From an optimization exercise on the open Yosys and OpenROAD flow, aimed at small area; shortcuts taken in it are not production practice. Function was checked by simulation only, so behaviour that the tests miss may differ from the original. Power is estimated from default activity; no workload was simulated.

==> flow/design.v <==
module id_branch_predict #(
    parameter int PC_WIDTH   = 32,
    parameter int DATA_WIDTH = 32,
    parameter int BHT_DEPTH  = 64,
    parameter int TAG_WIDTH  = 8
) (
    input  logic                  clk,
    input  logic                  rst,
    input  logic [PC_WIDTH-1:0]   if_pc,
    output logic                  pred_taken,
    output logic [PC_WIDTH-1:0]   pred_target,
    input  logic                  id_valid,
    input  logic                  id_stall,
    input  logic [PC_WIDTH-1:0]   id_pc,
    input  logic [1:0]            id_type,
    input  logic [2:0]            id_cmp,
    input  logic                  id_pred_taken,
    input  logic [PC_WIDTH-1:0]   id_pred_target,
    input  logic [4:0]            id_rs1,
    input  logic [4:0]            id_rs2,
    input  logic [DATA_WIDTH-1:0] reg_rdata1,
    input  logic [DATA_WIDTH-1:0] reg_rdata2,
    input  logic [DATA_WIDTH-1:0] imm,
    input  logic                  exmem_reg_write,
    input  logic                  memwb_reg_write,
    input  logic [4:0]            exmem_reg_dest,
    input  logic [4:0]            memwb_reg_dest,
    input  logic [DATA_WIDTH-1:0] exmem_reg_wdata,
    input  logic [DATA_WIDTH-1:0] wb_reg_wdata,
    output logic                  flush_pipeline,
    output logic [PC_WIDTH-1:0]   redirect_pc,
    output logic [15:0]           mispredict_cnt
);
    localparam int IDX_W   = $clog2(BHT_DEPTH);
    localparam int TAG_LSB = IDX_W + 2;
    localparam logic [1:0] TYPE_BR   = 2'b00;
    localparam logic [1:0] TYPE_JAL  = 2'b01;
    localparam logic [1:0] TYPE_JALR = 2'b10;
    localparam logic [1:0] TYPE_NONE = 2'b11;
    logic [BHT_DEPTH-1:0] tbl_p;
    logic [BHT_DEPTH-1:0] tbl_c0;
    logic [BHT_DEPTH-1:0] tbl_tag [TAG_WIDTH];
    logic [BHT_DEPTH-1:0] tbl_tgt [31:1];
    logic [IDX_W-1:0]     if_idx;
    logic [TAG_WIDTH-1:0] if_tag;
    logic [BHT_DEPTH-1:0] if_sel;
    logic                 if_p;
    logic [TAG_WIDTH-1:0] if_tag_r;
    logic [31:1]          if_tgt_r;
    assign if_idx = if_pc[IDX_W+1:2];
    assign if_tag = if_pc[TAG_LSB+TAG_WIDTH-1:TAG_LSB];
    for (genvar i = 0; i < BHT_DEPTH; i++) begin : g_if_sel
        assign if_sel[i] = (if_idx == IDX_W'(i));
    end
    id_branch_predict_rd u_if_p (.sel(if_sel), .d(tbl_p), .q(if_p));
    for (genvar b = 0; b < TAG_WIDTH; b++) begin : g_if_tag
        id_branch_predict_rd u_rd (.sel(if_sel), .d(tbl_tag[b]), .q(if_tag_r[b]));
    end
    for (genvar b = 1; b < 32; b++) begin : g_if_tgt
        id_branch_predict_rd u_rd (.sel(if_sel), .d(tbl_tgt[b]), .q(if_tgt_r[b]));
    end
    logic [31:2] if_pc4;
    assign if_pc4      = if_pc[31:2] + 30'd1;
    assign pred_taken  = if_p && (if_tag_r == if_tag);
    assign pred_target = pred_taken ? {if_tgt_r, 1'b0} : {if_pc4, if_pc[1:0]};
    logic [DATA_WIDTH-1:0] rs1_fwd;
    logic [DATA_WIDTH-1:0] rs2_fwd;
    logic ex_ok, wb_ok;
    assign ex_ok = exmem_reg_write && (exmem_reg_dest != 5'd0);
    assign wb_ok = memwb_reg_write && (memwb_reg_dest != 5'd0);
    logic s_ex1, s_wb1, s_rf1, s_ex2, s_wb2, s_rf2;
    logic [DATA_WIDTH-1:0] rs1_n, rs2_n;
    assign s_ex1 = ex_ok && (exmem_reg_dest == id_rs1);
    assign s_wb1 = !s_ex1 && wb_ok && (memwb_reg_dest == id_rs1);
    assign s_rf1 = !s_ex1 && !s_wb1;
    assign s_ex2 = ex_ok && (exmem_reg_dest == id_rs2);
    assign s_wb2 = !s_ex2 && wb_ok && (memwb_reg_dest == id_rs2);
    assign s_rf2 = !s_ex2 && !s_wb2;
    for (genvar b = 0; b < DATA_WIDTH; b++) begin : g_fwd
        id_branch_predict_aoi222 u_rs1 (
            .a1(s_ex1), .a2(exmem_reg_wdata[b]),
            .b1(s_wb1), .b2(wb_reg_wdata[b]),
            .c1(s_rf1), .c2(reg_rdata1[b]),
            .y(rs1_n[b]));
        id_branch_predict_aoi222 u_rs2 (
            .a1(s_ex2), .a2(exmem_reg_wdata[b]),
            .b1(s_wb2), .b2(wb_reg_wdata[b]),
            .c1(s_rf2), .c2(reg_rdata2[b]),
            .y(rs2_n[b]));
    end
    assign rs1_fwd = ~rs1_n;
    assign rs2_fwd = ~rs2_n;
    logic lo_lt, hi_eq, eq, ltu, lts, rel, br_taken;
    assign lo_lt = rs1_fwd[30:0] < rs2_fwd[30:0];
    assign hi_eq = rs1_fwd[31] == rs2_fwd[31];
    assign eq    = rs1_fwd == rs2_fwd;
    assign ltu   = hi_eq ? lo_lt : rs2_fwd[31];
    assign lts   = hi_eq ? lo_lt : rs1_fwd[31];
    always_comb begin
        case ({id_cmp[2], id_cmp[1]})
            2'b00:   rel = eq;
            2'b10:   rel = lts;
            2'b11:   rel = ltu;
            default: rel = 1'b0;
        endcase
    end
    assign br_taken = (id_cmp[2] | ~id_cmp[1]) & (rel ^ id_cmp[0]);
    logic                actual_taken;
    logic [PC_WIDTH-1:0] target_base;
    logic [PC_WIDTH-1:0] target_sum;
    logic [31:1]         actual_target;
    always_comb begin
        case (id_type)
            TYPE_BR:   actual_taken = br_taken;
            TYPE_JAL:  actual_taken = 1'b1;
            TYPE_JALR: actual_taken = 1'b1;
            default:   actual_taken = 1'b0;
        endcase
    end
    assign target_base   = (id_type == TYPE_JALR) ? rs1_fwd : id_pc;
    assign target_sum    = target_base + imm;
    assign actual_target = target_sum[31:1];
    logic resolve;
    logic mispredict;
    logic [31:2] id_pc4;
    assign resolve    = id_valid && !id_stall && (id_type != TYPE_NONE);
    assign mispredict = resolve &&
                        ((actual_taken != id_pred_taken) ||
                         (actual_taken && (id_pred_target != {actual_target, 1'b0})));
    assign id_pc4     = id_pc[31:2] + 30'd1;
    assign flush_pipeline = mispredict;
    assign redirect_pc    = !mispredict ? '0 :
                            (actual_taken ? {actual_target, 1'b0} : {id_pc4, id_pc[1:0]});
    logic [IDX_W-1:0]     id_idx;
    logic [TAG_WIDTH-1:0] id_tag;
    logic [BHT_DEPTH-1:0] id_sel;
    logic                 id_p, id_c0, id_v1;
    logic [TAG_WIDTH-1:0] id_tag_r;
    assign id_idx = id_pc[IDX_W+1:2];
    assign id_tag = id_pc[TAG_LSB+TAG_WIDTH-1:TAG_LSB];
    for (genvar i = 0; i < BHT_DEPTH; i++) begin : g_id_sel
        assign id_sel[i] = (id_idx == IDX_W'(i));
    end
    id_branch_predict_rd u_id_p  (.sel(id_sel), .d(tbl_p),      .q(id_p));
    id_branch_predict_rd u_id_c0 (.sel(id_sel), .d(tbl_c0),     .q(id_c0));
    id_branch_predict_rd u_id_v1 (.sel(id_sel), .d(tbl_tgt[1]), .q(id_v1));
    for (genvar b = 0; b < TAG_WIDTH; b++) begin : g_id_tag
        id_branch_predict_rd u_rd (.sel(id_sel), .d(tbl_tag[b]), .q(id_tag_r[b]));
    end
    logic id_hit;
    assign id_hit = (id_p | id_v1) && (id_tag_r == id_tag);
    logic upd, upd_t;
    logic new_p, new_c0, new_v1;
    assign upd   = resolve && (id_hit || actual_taken);
    assign upd_t = resolve && actual_taken;
    always_comb begin
        if (!id_hit) begin
            new_p  = 1'b1;
            new_c0 = 1'b0;
        end else if (actual_taken) begin
            new_p  = id_p | id_c0;
            new_c0 = ~id_c0 | id_p;
        end else begin
            new_p  = id_p & id_c0;
            new_c0 = ~id_c0 & id_p;
        end
        new_v1 = !new_p ? 1'b1 : (actual_taken ? actual_target[1] : id_v1);
    end
    always_ff @(posedge clk) begin
        for (int i = 0; i < BHT_DEPTH; i++) begin
            if (rst || (upd && id_sel[i])) begin
                tbl_p[i]      <= new_p & ~rst;
                tbl_tgt[1][i] <= new_v1 & ~rst;
                tbl_c0[i]     <= new_c0;
                for (int b = 0; b < TAG_WIDTH; b++)
                    tbl_tag[b][i] <= id_tag[b];
            end
            if (upd_t && id_sel[i]) begin
                for (int b = 2; b < 32; b++)
                    tbl_tgt[b][i] <= actual_target[b];
            end
        end
    end
    always_ff @(posedge clk) begin
        if (rst || (mispredict && !(&mispredict_cnt)))
            mispredict_cnt <= (mispredict_cnt + 16'd1) & {16{~rst}};
    end
endmodule
module id_branch_predict_rd (
    input  logic [63:0] sel,
    input  logic [63:0] d,
    output logic        q
);
    logic [21:0] t;
    for (genvar g = 0; g < 21; g++) begin : g_aoi
        id_branch_predict_aoi222 u_aoi (
            .a1(sel[3*g]),   .a2(d[3*g]),
            .b1(sel[3*g+1]), .b2(d[3*g+1]),
            .c1(sel[3*g+2]), .c2(d[3*g+2]),
            .y(t[g]));
    end
    assign t[21] = ~(sel[63] & d[63]);
    assign q = ~&t;
endmodule
module id_branch_predict_aoi222 (
    input  logic a1, a2, b1, b2, c1, c2,
    output logic y
);
    assign y = ~((a1 & a2) | (b1 & b2) | (c1 & c2));
endmodule
Settings: LEC_CHECK=0, CAP_MARGIN=10, CORE_MARGIN=2, CORE_UTILIZATION=50, CTS_BUF_LIST=sky130_fd_sc_hd__clkbuf_8, CTS_CLUSTER_DIAMETER=60, CTS_CLUSTER_SIZE=16, SLEW_MARGIN=10, SYNTH_HIERARCHICAL=1, BUFFER_PORTS_ARGS=-buffer_cell sky130_fd_sc_hd__buf_1, CTS_ARGS=-sink_clustering_enable -repair_clock_nets -dont_use_dummy_load -sink_clustering_size 16 -sink_clustering_max_diameter 60 -buf_list sky130_fd_sc_hd__clkbuf_8; clock period 13.0 ns.
standard.sh (not shown) runs the stock make flow with config.mk's settings and CLKGATE_MAP_FILE= SYNTH_SCRIPT=/design/flow/synth_recipe.tcl, a recipe that flattens the netlist after the stock synthesis.
==> flow/flow/run.sh <==
#!/bin/bash
# Standard layout (the standard.sh, standard synthesis unchanged) with two changes:
# the port buffers use the smallest buffer cell, and CTS inserts no dummy loads.
set -e
cat >> config.mk <<'EOC'
export BUFFER_PORTS_ARGS = -buffer_cell sky130_fd_sc_hd__buf_1
export CTS_ARGS = -sink_clustering_enable -repair_clock_nets -dont_use_dummy_load -sink_clustering_size 16 -sink_clustering_max_diameter 60 -buf_list sky130_fd_sc_hd__clkbuf_8
EOC
bash standard.sh > standard.log 2>&1
Then changed:
--- a/flow/design.v
+++ b/flow/design.v
@@ -182,8 +182,10 @@
         end
     end
     always_ff @(posedge clk) begin
-        if (rst || (mispredict && !(&mispredict_cnt)))
-            mispredict_cnt <= (mispredict_cnt + 16'd1) & {16{~rst}};
+        if (rst)
+            mispredict_cnt <= '0;
+        else if (mispredict && (mispredict_cnt != 16'hFFFF))
+            mispredict_cnt <= mispredict_cnt + 16'd1;
     end
 endmodule
 module id_branch_predict_rd (
The changed run ran to the end with no violations.
Cell area is about the same.
Sequential power hardly moves.
Clock skew goes up by 0.017 ns.
Core utilization goes down by 0.11 points.
First-iteration DRC count goes up by 9.1%.
Global-route usage goes up by 0.87 points.
Combinational power hardly moves.

separate check: timing with driven ports:
The results above use ideal ports. As a check the final layouts listed here were re-extracted and re-timed, cells and wires unchanged. Step 1 assumes that a clkbuf_16 drives the clock port and a buf_2 every other input. Step 2, shift: input delay + t, output delay - t, t = (earliest + latest rising clock arrival at the registers) / 2. This alone moves slack from input paths to output paths. Slacks: no drivers / after step 1 / after step 2; pairs: no drivers / after step 1.
| run | t, ns | slack for setup (ns) | worst setup path at the end | slew at the worst register clock pin (ns) |
|---|---|---|---|---|
| the first run | 1.073 | 0.504 / 0.481 / 0.481 | input to output | 0.11 / 0.11 |
| the second run | 1.021 | 0.911 / 0.889 / 0.889 | input to output | 0.11 / 0.11 |
After both steps every run listed still meets setup and hold. For the first run, which loses most, drivers alone change the setup slack by -0.023 ns; drivers and shift together by -0.023 ns.
